This is an optimization exercise on Yosys and OpenROAD, whose aim is small area, a short achievable clock period and few clock cycles per item, not a production implementation. At most, simulation tests tie the RTL to the original design; equivalence was not proved. The RTL of run 1 was laid out without a check of its function. Power and IR drop assume default switching activity.

$ cat design/flow/design.v
`default_nettype none
module mbps_pattern_store #(
  parameter int unsigned PatternMax = 32,
  parameter int unsigned IdxW       = 5,
  parameter int unsigned ByteW      = 8
) (
  input  wire                         clk_i,
  input  wire                         load_write_i,
  input  wire [IdxW-1:0]              load_idx_i,
  input  wire [ByteW-1:0]             load_data_i,
  input  wire                         load_wild_i,
  output logic [PatternMax*ByteW-1:0] pat_o,
  output logic [PatternMax-1:0]       wild_o
);
  always_ff @(posedge clk_i) begin
    for (int unsigned k = 0; k < PatternMax; k++) begin
      if (load_write_i && load_idx_i == IdxW'(k)) begin
        pat_o[k*ByteW +: ByteW] <= load_data_i;
        wild_o[k]               <= load_wild_i;
      end
    end
  end
endmodule
`default_nettype wire
`default_nettype none
module mbps_window_match #(
  parameter int unsigned PatternMax = 32,
  parameter int unsigned IdxW       = 5,
  parameter int unsigned ByteW      = 8
) (
  input  wire                         clk_i,
  input  wire                         shift_i,
  input  wire [IdxW-1:0]              lm1_i,
  input  wire [ByteW-1:0]             data_i,
  input  wire [PatternMax*ByteW-1:0]  pat_i,
  input  wire [PatternMax-1:0]        wild_i,
  output logic                        match_o
);
  logic [PatternMax*ByteW-1:0] win_q;
  logic [PatternMax-1:0]       tap_ok;
  logic [PatternMax*ByteW-1:0] win_d;
  logic [PatternMax-1:0]       take_new, take_up;
  logic                        keep;
  always_comb begin
    keep = !shift_i;
    for (int unsigned j = 0; j < PatternMax; j++) begin
      take_new[j] = shift_i && (j == PatternMax - 1 || IdxW'(j) >= lm1_i);
      take_up[j]  = shift_i && !(j == PatternMax - 1 || IdxW'(j) >= lm1_i);
    end
    for (int unsigned j = 0; j < PatternMax; j++) begin
      win_d[j*ByteW +: ByteW] = ({ByteW{keep}}        & win_q[j*ByteW +: ByteW]) |
                                ({ByteW{take_new[j]}} & data_i);
      if (j < PatternMax - 1) begin
        win_d[j*ByteW +: ByteW] = win_d[j*ByteW +: ByteW] |
                                  ({ByteW{take_up[j]}} & win_q[(j+1)*ByteW +: ByteW]);
      end
    end
  end
  always_ff @(posedge clk_i) begin
    win_q <= win_d;
  end
  always_comb begin
    for (int unsigned j = 0; j < PatternMax; j++) begin
      tap_ok[j] = (IdxW'(j) > lm1_i) || wild_i[j] ||
                  (pat_i[j*ByteW +: ByteW] == win_q[j*ByteW +: ByteW]);
    end
    match_o = &tap_ok;
  end
endmodule
`default_nettype wire
`default_nettype none
module masked_byte_pattern_search (
  input  wire          clk_i,
  input  wire          rst_ni,
  input  wire          cfg_we_i,
  input  wire [5:0]    cfg_pattern_length_i,
  input  wire          in_valid_i,
  output logic         in_ready_o,
  input  wire          mode_i,
  input  wire [4:0]    element_index_i,
  input  wire [7:0]    byte_value_i,
  input  wire          wildcard_req_i,
  input  wire          last_byte_i,
  output logic         out_valid_o,
  input  wire          out_ready_i,
  output logic         found_o,
  output logic [15:0]  match_offset_o
);
  localparam int unsigned PatternMax = 32;
  localparam int unsigned IdxW       = 5;
  localparam int unsigned ByteW      = 8;
  localparam int unsigned CountW     = 16;
  localparam logic        ModeScan   = 1'b1;
  logic [IdxW-1:0]   lm1_q;
  logic              in_valid_q, b_scan_q, b_last_q;
  logic              closed_q;    
  logic              rep_q;       
  logic              en_q;        
  logic [CountW-1:0] off_q;       
  logic              out_valid_q, found_q;
  logic              accept, exec, scan, match, hit;
  logic              rep_cur, en_cur, sat;
  logic [CountW-1:0] off_cur;
  logic [CountW:0]   off_inc;
  logic [CountW-1:0] sat_val;
  logic [5:0]        len_v;
  logic [PatternMax*ByteW-1:0] pat_row;
  logic [PatternMax-1:0]       wild_row;
  always_ff @(posedge clk_i or negedge rst_ni) begin
    if (!rst_ni) begin
      lm1_q <= '0;
    end else if (cfg_we_i) begin
      if (cfg_pattern_length_i[5]) begin
        lm1_q <= IdxW'(PatternMax - 1);
      end else if (cfg_pattern_length_i[4:0] == '0) begin
        lm1_q <= '0;
      end else begin
        lm1_q <= cfg_pattern_length_i[4:0] - IdxW'(1);
      end
    end
  end
  assign exec       = in_valid_q && (!out_valid_q || out_ready_i);
  assign in_ready_o = !in_valid_q || !out_valid_q || out_ready_i;
  assign accept     = in_valid_i && in_ready_o;
  assign scan       = exec && (b_scan_q == ModeScan);
  always_ff @(posedge clk_i or negedge rst_ni) begin
    if (!rst_ni) begin
      in_valid_q <= 1'b0;
    end else if (in_ready_o) begin
      in_valid_q <= in_valid_i;
    end
  end
  always_ff @(posedge clk_i) begin
    if (accept) begin
      b_scan_q <= mode_i;
      b_last_q <= last_byte_i;
    end
  end
  mbps_pattern_store #(
    .PatternMax (PatternMax),
    .IdxW       (IdxW),
    .ByteW      (ByteW)
  ) u_store (
    .clk_i        (clk_i),
    .load_write_i (accept && (mode_i != ModeScan)),
    .load_idx_i   (element_index_i),
    .load_data_i  (byte_value_i),
    .load_wild_i  (wildcard_req_i),
    .pat_o        (pat_row),
    .wild_o       (wild_row)
  );
  mbps_window_match #(
    .PatternMax (PatternMax),
    .IdxW       (IdxW),
    .ByteW      (ByteW)
  ) u_window (
    .clk_i   (clk_i),
    .shift_i (accept && (mode_i == ModeScan)),
    .lm1_i   (lm1_q),
    .data_i  (byte_value_i),
    .pat_i   (pat_row),
    .wild_i  (wild_row),
    .match_o (match)
  );
  always_comb begin
    len_v   = {1'b0, lm1_q} + 6'd1;
    sat_val = ~{10'd0, len_v};
    off_inc = {1'b0, off_q} + (CountW + 1)'(1);
    sat     = en_q && (off_q == sat_val);
    if (closed_q) begin
      rep_cur = 1'b0;
      en_cur  = (lm1_q == '0);
      off_cur = '0 - CountW'(lm1_q);
    end else begin
      rep_cur = rep_q;
      en_cur  = en_q || off_inc[CountW];
      off_cur = (rep_q || sat) ? off_q : off_inc[CountW-1:0];
    end
    hit = !rep_cur && en_cur && match;
  end
  always_ff @(posedge clk_i or negedge rst_ni) begin
    if (!rst_ni) begin
      closed_q    <= 1'b1;
      out_valid_q <= 1'b0;
    end else begin
      if (scan) begin
        closed_q <= b_last_q;
      end
      if (exec) begin
        out_valid_q <= scan && (hit || (b_last_q && !rep_cur));
      end else if (out_ready_i) begin
        out_valid_q <= 1'b0;
      end
    end
  end
  always_ff @(posedge clk_i) begin
    if (scan) begin
      rep_q   <= rep_cur || hit;
      en_q    <= en_cur;
      off_q   <= (b_last_q && !rep_cur && !hit) ? '0 : off_cur;
      found_q <= hit;
    end
  end
  assign out_valid_o    = out_valid_q;
  assign found_o        = found_q;
  assign match_offset_o = off_q;
endmodule
`default_nettype wire
$ cat design/flow/constraint.sdc
create_clock -name core_clock -period 7.0 [get_ports {clk_i}]
set_input_delay 1.4000 -clock core_clock [delete_from_list [all_inputs] [get_ports {clk_i}]]
set_output_delay 1.4000 -clock core_clock [all_outputs]
set_load 0.01 [all_outputs]
$ cat design/flow/run.sh
#!/bin/bash
# synth_recipe.tcl (not shown) runs the flow's synth.tcl, then flattens the netlist and writes it again
# the make line also repeats each setting of config.mk as NAME=value (left out here)
make -C /OpenROAD-flow-scripts/flow DESIGN_CONFIG=/design/flow/config.mk WORK_HOME=/design/flow/orfs CLKGATE_MAP_FILE= SYNTH_SCRIPT=/design/flow/synth_recipe.tcl finish
$ cat design/flow/config.mk
export PLATFORM = sky130hd
export DESIGN_NAME = masked_byte_pattern_search
export DESIGN_NICKNAME = masked_byte_pattern_search
export VERILOG_FILES = /design/flow/design.v
export SDC_FILE = /design/flow/constraint.sdc
export NUM_CORES = 4
export LEC_CHECK = 0
export CAP_MARGIN = 20
export CORE_MARGIN = 2
export CORE_UTILIZATION = 40
export SLEW_MARGIN = 20
==> results of run 1 <==
flip-flops by register name (all words and copies together) (netlist names), named ones only:
signal and cells:
off_q 16, en_q 1, b_last_q 1, out_valid_q 1
found_q 1, in_valid_q 1, rep_q 1, lm1_q 5
closed_q 1, u_store.pat_o 256, u_window.win_q 248, b_scan_q 1
u_store.wild_o 32
power breakdown:
| group | switching (mW) | leakage (nW) | internal [mW] |
|---|---|---|---|
| sequential | 0.436 | 5.02 | 3.95 |
| clock | 1.27 | 0.948 | 1.85 |
| combinational | 0.673 | 4.27 | 0.540 |
| total | 2.38 | 10.2 | 6.34 |
Yosys cell counts (3+ instances only):
cell type    n  share of area (%)
edfxtp_1   317                 39
nand2_1    274                4.2
dfxtp_1    248                 20
o21ai_0    242                5.0
mux2i_1    233                9.6
xor2_1     213                7.7
clkbuf_1    99                1.5
nor2_1      73                1.1
xnor2_1     67                2.4
nor4_1      56                1.4
a21oi_1     36               0.74
nand4_1     21               0.54
inv_1       20               0.31
nand3_1     18               0.37
a221oi_1    15               0.54
a211oi_1    12               0.37
a31oi_1     10               0.26
a222oi_1     8               0.33
buf_1        8               0.12
ha_1         8               0.41
nand2b_1     8               0.21
dfrtp_1      7               0.72
nor2b_1      7               0.18
nor3_1       7               0.14
a2111oi_0    5               0.18
and2_1       5               0.13
o21ai_1      5               0.10
and3_1       4               0.10
buf_2        4              0.082
a21oi_2      3               0.11
or2_2        3              0.077
or3_1        3              0.077
cell usage in the layout, fill, tap and decap left out, drive strengths merged, types with 5 or more instances in the layout:
cell type / count
a21oi: 39
nand2b: 8
clkbuf: 84
dfrtp: 7
nand3: 19
nor2: 73
a2111oi: 5
dfxtp: 248
xor2: 213
clkdlybuf4s50: 37
buf: 34
clkinv: 17
a222oi: 8
a211oi: 12
edfxtp: 317
xnor2: 67
nor3: 8
mux2i: 233
inv: 21
a221oi: 17
nand2: 274
and2: 5
nor2b: 7
ha: 8
a31oi: 10
nor4: 58
o21ai: 248
bufinv: 5
nand4: 21
area by class of cell:
| class | count | area [um^2] |
|---|---|---|
| Multi-Input combinational cell | 1364 | 9144 |
| Clock inverter | 24 | 244.0 |
| Tap cell | 782 | 978.4 |
| Sequential cell | 573 | 14690 |
| Clock buffer | 84 | 1690 |
| Fill cell | 5401 | 32810 |
| Inverter | 21 | 78.83 |
| Timing Repair Buffer | 72 | 615.6 |
per-layer routing:
layer | global-route usage (%) | up-vias | wire [um]
met5 | 0 | - | 54
met4 | 8.263 | 8 | 2327
met3 | 3.772 | 124 | 3622
met2 | 30.37 | 433 | 27380
met1 | 27.29 | 7581 | 28750
li1 | - | 7436 | -
path summary, 6_finish.rpt:
| path | cells past startpoint | from | end | slack (ns) |
|---|---|---|---|---|
| worst max-delay path | 4 | out_ready_i | in_ready_o | 2.86 |
| worst min-delay path | 2 | u_window.win_q[4] | u_window.win_q[4] | 0.48 |
| worst max register to register | 9 | lm1_q[4] | off_q[7] | 2.95 |
| worst min register to register | 2 | u_window.win_q[4] | u_window.win_q[4] | 0.48 |
| max in group asynchronous | 1 | rst_ni | closed_q | 5.56 |
| min in group asynchronous | 1 | rst_ni | lm1_q[1] | 1.10 |
kinds of logic (layout without fill, tap and decap cells):
family | after synthesis | after routing
simple gates | 490 | 490
buf+inv | 134 | 201
compound gates | 353 | 353
xor+xnor | 280 | 280
flops | 573 | 573
fa+ha+maj | 8 | 8
mux | 233 | 233
stage by stage:
step           std cells  setup slack [ns]
2_1_floorplan       2071             3.425
3_3_place_gp        2811             2.205
3_5_place_dp        2812             2.420
4_1_cts             2920             2.849
5_1_grt             2920             2.772
6_report            2920             2.860
worst register-to-register path, delay by kind of cell (launching register included):
kind	cells	cell delay, ns
AND/OR/NAND/NOR	5	1.74
AO/OA/AOI/OAI	2	0.96
buffers and inverters	2	0.73
flip-flops	1	0.33
==> results_dict.tcl, run 1 <==
set metrics [dict create \
    critPathBufInv 2 \
    rows 90 \
    num_vias 15582 \
    grt_pass1_wl_mm 94.59 \
    p_leak_nw 10.23 \
    layout-drive-gt1-share_pct 6.876 \
    rsz0062_at_grt "false" \
    netlist_area_um2 24310 \
    cts_made_buffers 57 \
    critPathCaptureType "output port" \
    core_area_um2 60250 \
    yosys.area_share.adder_pct 0.4117 \
    root_buffer "clkbuf_16" \
    synthXorXnorAreaFrac_pct 10.09 \
    ir_drop_mv 0.1878 \
    post_cts_buffers 0 \
    ys_ff_latch 573 \
    drtIter0Drc 1229 \
    slew_viol_final 0 \
    start_util_pct 40.36 \
    nNetsFinal 2124 \
    path_clk_slew_ns 0.06 \
    synthMuxAreaShare_pct 9.592 \
    grt_max_degree 113 \
    grt_usage_pct 19.73 \
    synth_edf_count 317 \
    hold_class "reg2reg" \
    synth_top_family_by_area "XOR/XNOR gates" \
    io_pins 46 \
    path_cells "clkdlybuf4s50_1 > nor2b_1 > nand2_1 > clkdlybuf4s50_1" \
    htreeDepth 2 \
    arrival_ns 2.74 \
    fin_tns_setup_ns 0 \
    routed_wirelength_mm 62.14 \
    min_period_ns 4.140 \
    die-area_um2 62780 \
    cts_hold_buf 0 \
    setup_violations 0 \
    syn_avg_cell_area_um2 11.74 \
    whs_ns 0.4780 \
    syn_nets 2106 \
    p_total_mw 8.714 \
    post_cts_resize_count 0 \
    gr-total-overflow 0 \
    crit_required_ns 5.60 \
    crit_family "buffers and inverters" \
    synthCells 2071 \
    antenna_found_initial 4 \
    yosys.cell_types.count 57 \
    finalWeightedCongestion 0.8578 \
    period_share_pct 59.14 \
    slew_headroom_pct 19.05 \
    synth_warnings 3 \
    drtAntennaViolNets 0 \
    postPlaceCellArea_um2 25490 \
    fin_util_pct 45.54 \
    dp.final_hpwl_mm 39.71 \
    status "finished clean" \
    wire_per_inst_um 21.28 \
    seq_area_frac_synth_pct 60.40 \
    critPathSlowestCell "clkdlybuf4s50_1" \
    clk_latency_ns 0.61 \
    synthArstFlopShare_pct 1.396 \
    crit_type "in2out" \
    cpPeakStageDelay_ns 0.52 \
    maxCapViolCount 0 \
    die_h_um 250.6 \
    cp-start-kind "primary input" \
    cts_tree "built" \
    io_buffers 45 \
    fmax_mhz 241.6 \
    viasPerCell 5.336 \
    area_growth_pct 12.84 \
    die_w_um 250.6 \
    synth_compound_area_share_pct 8.275 \
    drcViolationCount 0 \
    cts.path.max_buffers 3 \
    cp_common_cell "clkdlybuf4s50_1" \
    crit_fanout 4 \
    worst_slew_pin_slew_ns 1.203 \
    p_per_area_nw_per_um2 317.6 \
    clock_skew_ns 0.01420 \
    synth_ff_type "edfxtp_1" \
    synth-simple-area-share_pct 9.088 \
    grt_pass1_vias 15364 \
    dr.pass1.iters 5 \
    cts.sinks 573 \
    hold_viol 0 \
    final_area_um2 27440 \
    antenna-diode-count 0 \
]
==> inputs of run 2 (changes only) <==
--- a/design/flow/design.v
+++ b/design/flow/design.v
@@ -38,26 +38,16 @@
 );
   logic [PatternMax*ByteW-1:0] win_q;
   logic [PatternMax-1:0]       tap_ok;
-  logic [PatternMax*ByteW-1:0] win_d;
-  logic [PatternMax-1:0]       take_new, take_up;
-  logic                        keep;
-  always_comb begin
-    keep = !shift_i;
-    for (int unsigned j = 0; j < PatternMax; j++) begin
-      take_new[j] = shift_i && (j == PatternMax - 1 || IdxW'(j) >= lm1_i);
-      take_up[j]  = shift_i && !(j == PatternMax - 1 || IdxW'(j) >= lm1_i);
-    end
-    for (int unsigned j = 0; j < PatternMax; j++) begin
-      win_d[j*ByteW +: ByteW] = ({ByteW{keep}}        & win_q[j*ByteW +: ByteW]) |
-                                ({ByteW{take_new[j]}} & data_i);
-      if (j < PatternMax - 1) begin
-        win_d[j*ByteW +: ByteW] = win_d[j*ByteW +: ByteW] |
-                                  ({ByteW{take_up[j]}} & win_q[(j+1)*ByteW +: ByteW]);
+  always_ff @(posedge clk_i) begin
+    if (shift_i) begin
+      for (int unsigned j = 0; j < PatternMax; j++) begin
+        if (j == PatternMax - 1 || IdxW'(j) >= lm1_i) begin
+          win_q[j*ByteW +: ByteW] <= data_i;
+        end else begin
+          win_q[j*ByteW +: ByteW] <= win_q[(j+1)*ByteW +: ByteW];
+        end
       end
     end
-  end
-  always_ff @(posedge clk_i) begin
-    win_q <= win_d;
   end
   always_comb begin
     for (int unsigned j = 0; j < PatternMax; j++) begin
==> results_dict.tcl, run 2 <==
set metrics [dict create \
    path_cells "inv_1 > ha_1 > a21oi_1 > a221oi_1 > or4_1 > nor4_4 > a21oi_2 > a2111oi_0" \
    finalWeightedCongestion 0.8077 \
    clock_skew_ns 0.01501 \
    crit_type "reg2reg" \
    rows 91 \
    crit_required_ns 7.39 \
    slew_headroom_pct 30.09 \
    wl_met3_mm 3.500 \
    worst_slew_pin_slew_ns 1.049 \
    clk_latency_ns 0.63 \
    ys_ff_latch 573 \
    cts_tree "built" \
    cp-start-kind "register" \
    power_switching_share_pct 22.77 \
    cts_made_buffers 58 \
    layout.area.seq_um2 17170 \
    routed_wirelength_mm 58.74 \
    yosys.cell_types.count 61 \
    die_h_um 253.1 \
    arrival_ns 4.68 \
    netlist_area_um2 24810 \
    min_period_ns 4.289 \
    ir_drop_mv 0.1962 \
    rsz0062_at_grt "false" \
    synthCells 1524 \
    wl_met1_mm 26.46 \
    post_cts_buffers 0 \
    start_util_pct 40.35 \
    post_cts_resize_count 0 \
    critPathCaptureType "register" \
    synth_ff_type "edfxtp_1" \
    gr-total-overflow 0 \
    layout-drive-gt1-share_pct 23.40 \
    cts_hold_buf 0 \
    synth_top_area_cell "edfxtp_1" \
    cpPeakStageDelay_ns 0.86 \
    pwr-share-seq_pct 51.8 \
    area_growth_pct 12.99 \
    status "finished clean" \
    nFillCells 5316 \
    synth_most_common_cell "edfxtp_1" \
    whs_ns 0.5556 \
    highest_layer "met4" \
    multiInputGateArea_um2 7358 \
    hold_viol 0 \
    die_w_um 253.1 \
    wire_per_inst_um 24.20 \
    grt_usage_pct 18.47 \
    critPathSlowestCell "dfrtp_1" \
    fmax_mhz 233.2 \
    final_common_cell "edfxtp_1" \
    grt_pass1_wl_mm 87.45 \
    synth_edf_count 565 \
    cts.sinks 573 \
    core_area_um2 61480 \
    drcViolationCount 0 \
    syn_avg_cell_area_um2 16.28 \
    period_share_pct 61.27 \
    syn_nets 1559 \
    synth_top_area_share_pct 68.38 \
    die-area_um2 64040 \
    htreeDepth 2 \
    ys_top_cells_by_count "edfxtp_1, mux2_2, xor2_1" \
    cts.path.max_buffers 3 \
    drtAntennaViolNets 0 \
    path_clk_slew_ns 0.06 \
    final_cell_mix "edfxtp_1, mux2_2, xor2_1" \
    hold_class "reg2reg" \
    nNetsFinal 1626 \
    switchingPower_mw 1.766 \
    synth_warnings 4 \
    comb_power_share_pct 8.3 \
    root_buffer "clkbuf_16" \
    viasPerCell 5.379 \
    grt_max_degree 129 \
    slew_viol_final 0 \
    seq_area_frac_synth_pct 69.19 \
    drtIter0Drc 945 \
    synthArstFlopShare_pct 1.396 \
    p_int_mw 5.992 \
    p_per_area_nw_per_um2 276.8 \
    grt_pass1_vias 13356 \
    met2WireLength_mm 27.58 \
    crit_fanout 18 \
    io_buffers 45 \
    dr.pass1.iters 7 \
    fin_tns_setup_ns 0 \
    antenna_found_initial 1 \
    clock_power_share_pct 39.9 \
    antenna-diode-count 0 \
    dp.final_hpwl_mm 36.58 \
    maxCapViolCount 0 \
    io_pins 46 \
    setup_violations 0 \
    p_leak_nw 9.001 \
    yosys-top-cells-area "edfxtp_1, mux2_2, xor2_1" \
    reg_top3 "u_store.pat_o (256), u_window.win_q (256), u_store.wild_o (32)" \
    num_vias 13055 \
]
[run 2: cell types whose count changed in the layout (fill, tap and decap cells not counted), moves of 66 or more]
cell / change
edfxtp_1: +248
nand2_1: -242
mux2i_1: -232
xnor2_1: +66
dfxtp_1: -248
o21ai_0: -224
mux2_2: +248
[run 2: final timing paths]
path | from | endpoint | slack, ns | depth (start not counted)
worst max-delay path | lm1_q[0] | off_q[9] | 2.71 | 8
worst min-delay path | in_valid_q | in_valid_q | 0.56 | 2
worst max register to register | lm1_q[0] | off_q[9] | 2.71 | 8
worst min register to register | in_valid_q | in_valid_q | 0.56 | 2
max in group asynchronous | rst_ni | in_valid_q | 5.48 | 1
min in group asynchronous | rst_ni | lm1_q[0] | 1.15 | 1
[run 2: final cells by class]
cell class	instances	share of cell area, %
multi-input combinational	878	26.25
inverter	16	0.2142
timing repair buffer	64	2.017
clock buffer	76	5.601
tap	790	3.526
clock inverter	30	1.152
sequential	573	61.24
[run 2: cell families after synthesis]
kind of cell | Yosys count | share of synthesized area [%]
buffers and inverters | 73 | 1.220
XOR/XNOR | 281 | 9.919
AND/OR/NAND/NOR | 233 | 4.998
adder cells (fa/ha/maj) | 8 | 0.4034
AO/OA/AOI/OAI | 107 | 2.970
flip-flops | 573 | 69.19
multiplexers | 249 | 11.30
[run 2: power groups by stage]
stage	combinational [mW]	sequential, mW	clock (mW)
2_1_floorplan	0.426	4.06	0
3_3_place_gp	0.634	4.09	0
3_5_place_dp	0.645	4.09	0
4_1_cts	0.649	4.02	3.15
5_1_grt	0.695	4.03	3.28
6_report	0.643	4.02	3.10
[run 2: worst max-delay path, delay by kind of cell, from the launching register on]
family          cells  cell delay (ns)
compound gates      4             1.84
fa+ha+maj           1             0.36
buf+inv             1             0.16
flops               1             0.86
simple gates        2             0.82
[run 2: through the flow]
stage          total power [mW]  util [%]  cells  cell area (um^2)  setup slack [ns]
2_1_floorplan             4.481         -   1524             24810             1.796
3_3_place_gp              4.722     42.50   2321             26130             2.829
3_5_place_dp              4.733     42.51   2321             26140             2.677
4_1_cts                   7.820     45.59   2427             28030             2.657
5_1_grt                   8.004     45.59   2427             28030             2.430
6_report                  7.758     45.59   2427             28030             2.711
[run 2: metal layers]
layer | vias to the layer above | GRT usage, %
li1 | 5925 | -
met1 | 6671 | 25.82
met2 | 375 | 29.91
met3 | 84 | 3.176
met4 | 0 | 4.852
met5 | - | 0
Testbench counts of run 2, summed over its fixed seeds: cycles 35,837, items 35,633.

[port drivers added, routing unchanged]
The flow's constraints put no driver on any port. The routed layouts listed below were extracted and timed again, unchanged, in two steps. Step 1, drivers: a clkbuf_16 drives clk_i and a buf_2 each remaining input, both assumed. Step 2, shift: input delay + t, output delay - t, t = (earliest + latest rising clock arrival at the registers) / 2. This alone moves slack from input paths to output paths. Slacks: ideal / step 1 / step 2; pairs: ideal / step 1.
| run | shift t [ns] | slack for setup (ns) | worst setup path at the end |
|---|---|---|---|
| run 1 | 0.657 | 2.860 / 2.832 / 2.292 | input to register |
| run 2 | 0.677 | 2.711 / 2.711 / 2.711 | register to register |
After both steps every run listed still meets setup and hold. For run 1, which loses most, drivers alone change the setup slack by -0.028 ns; drivers and shift together by -0.568 ns.
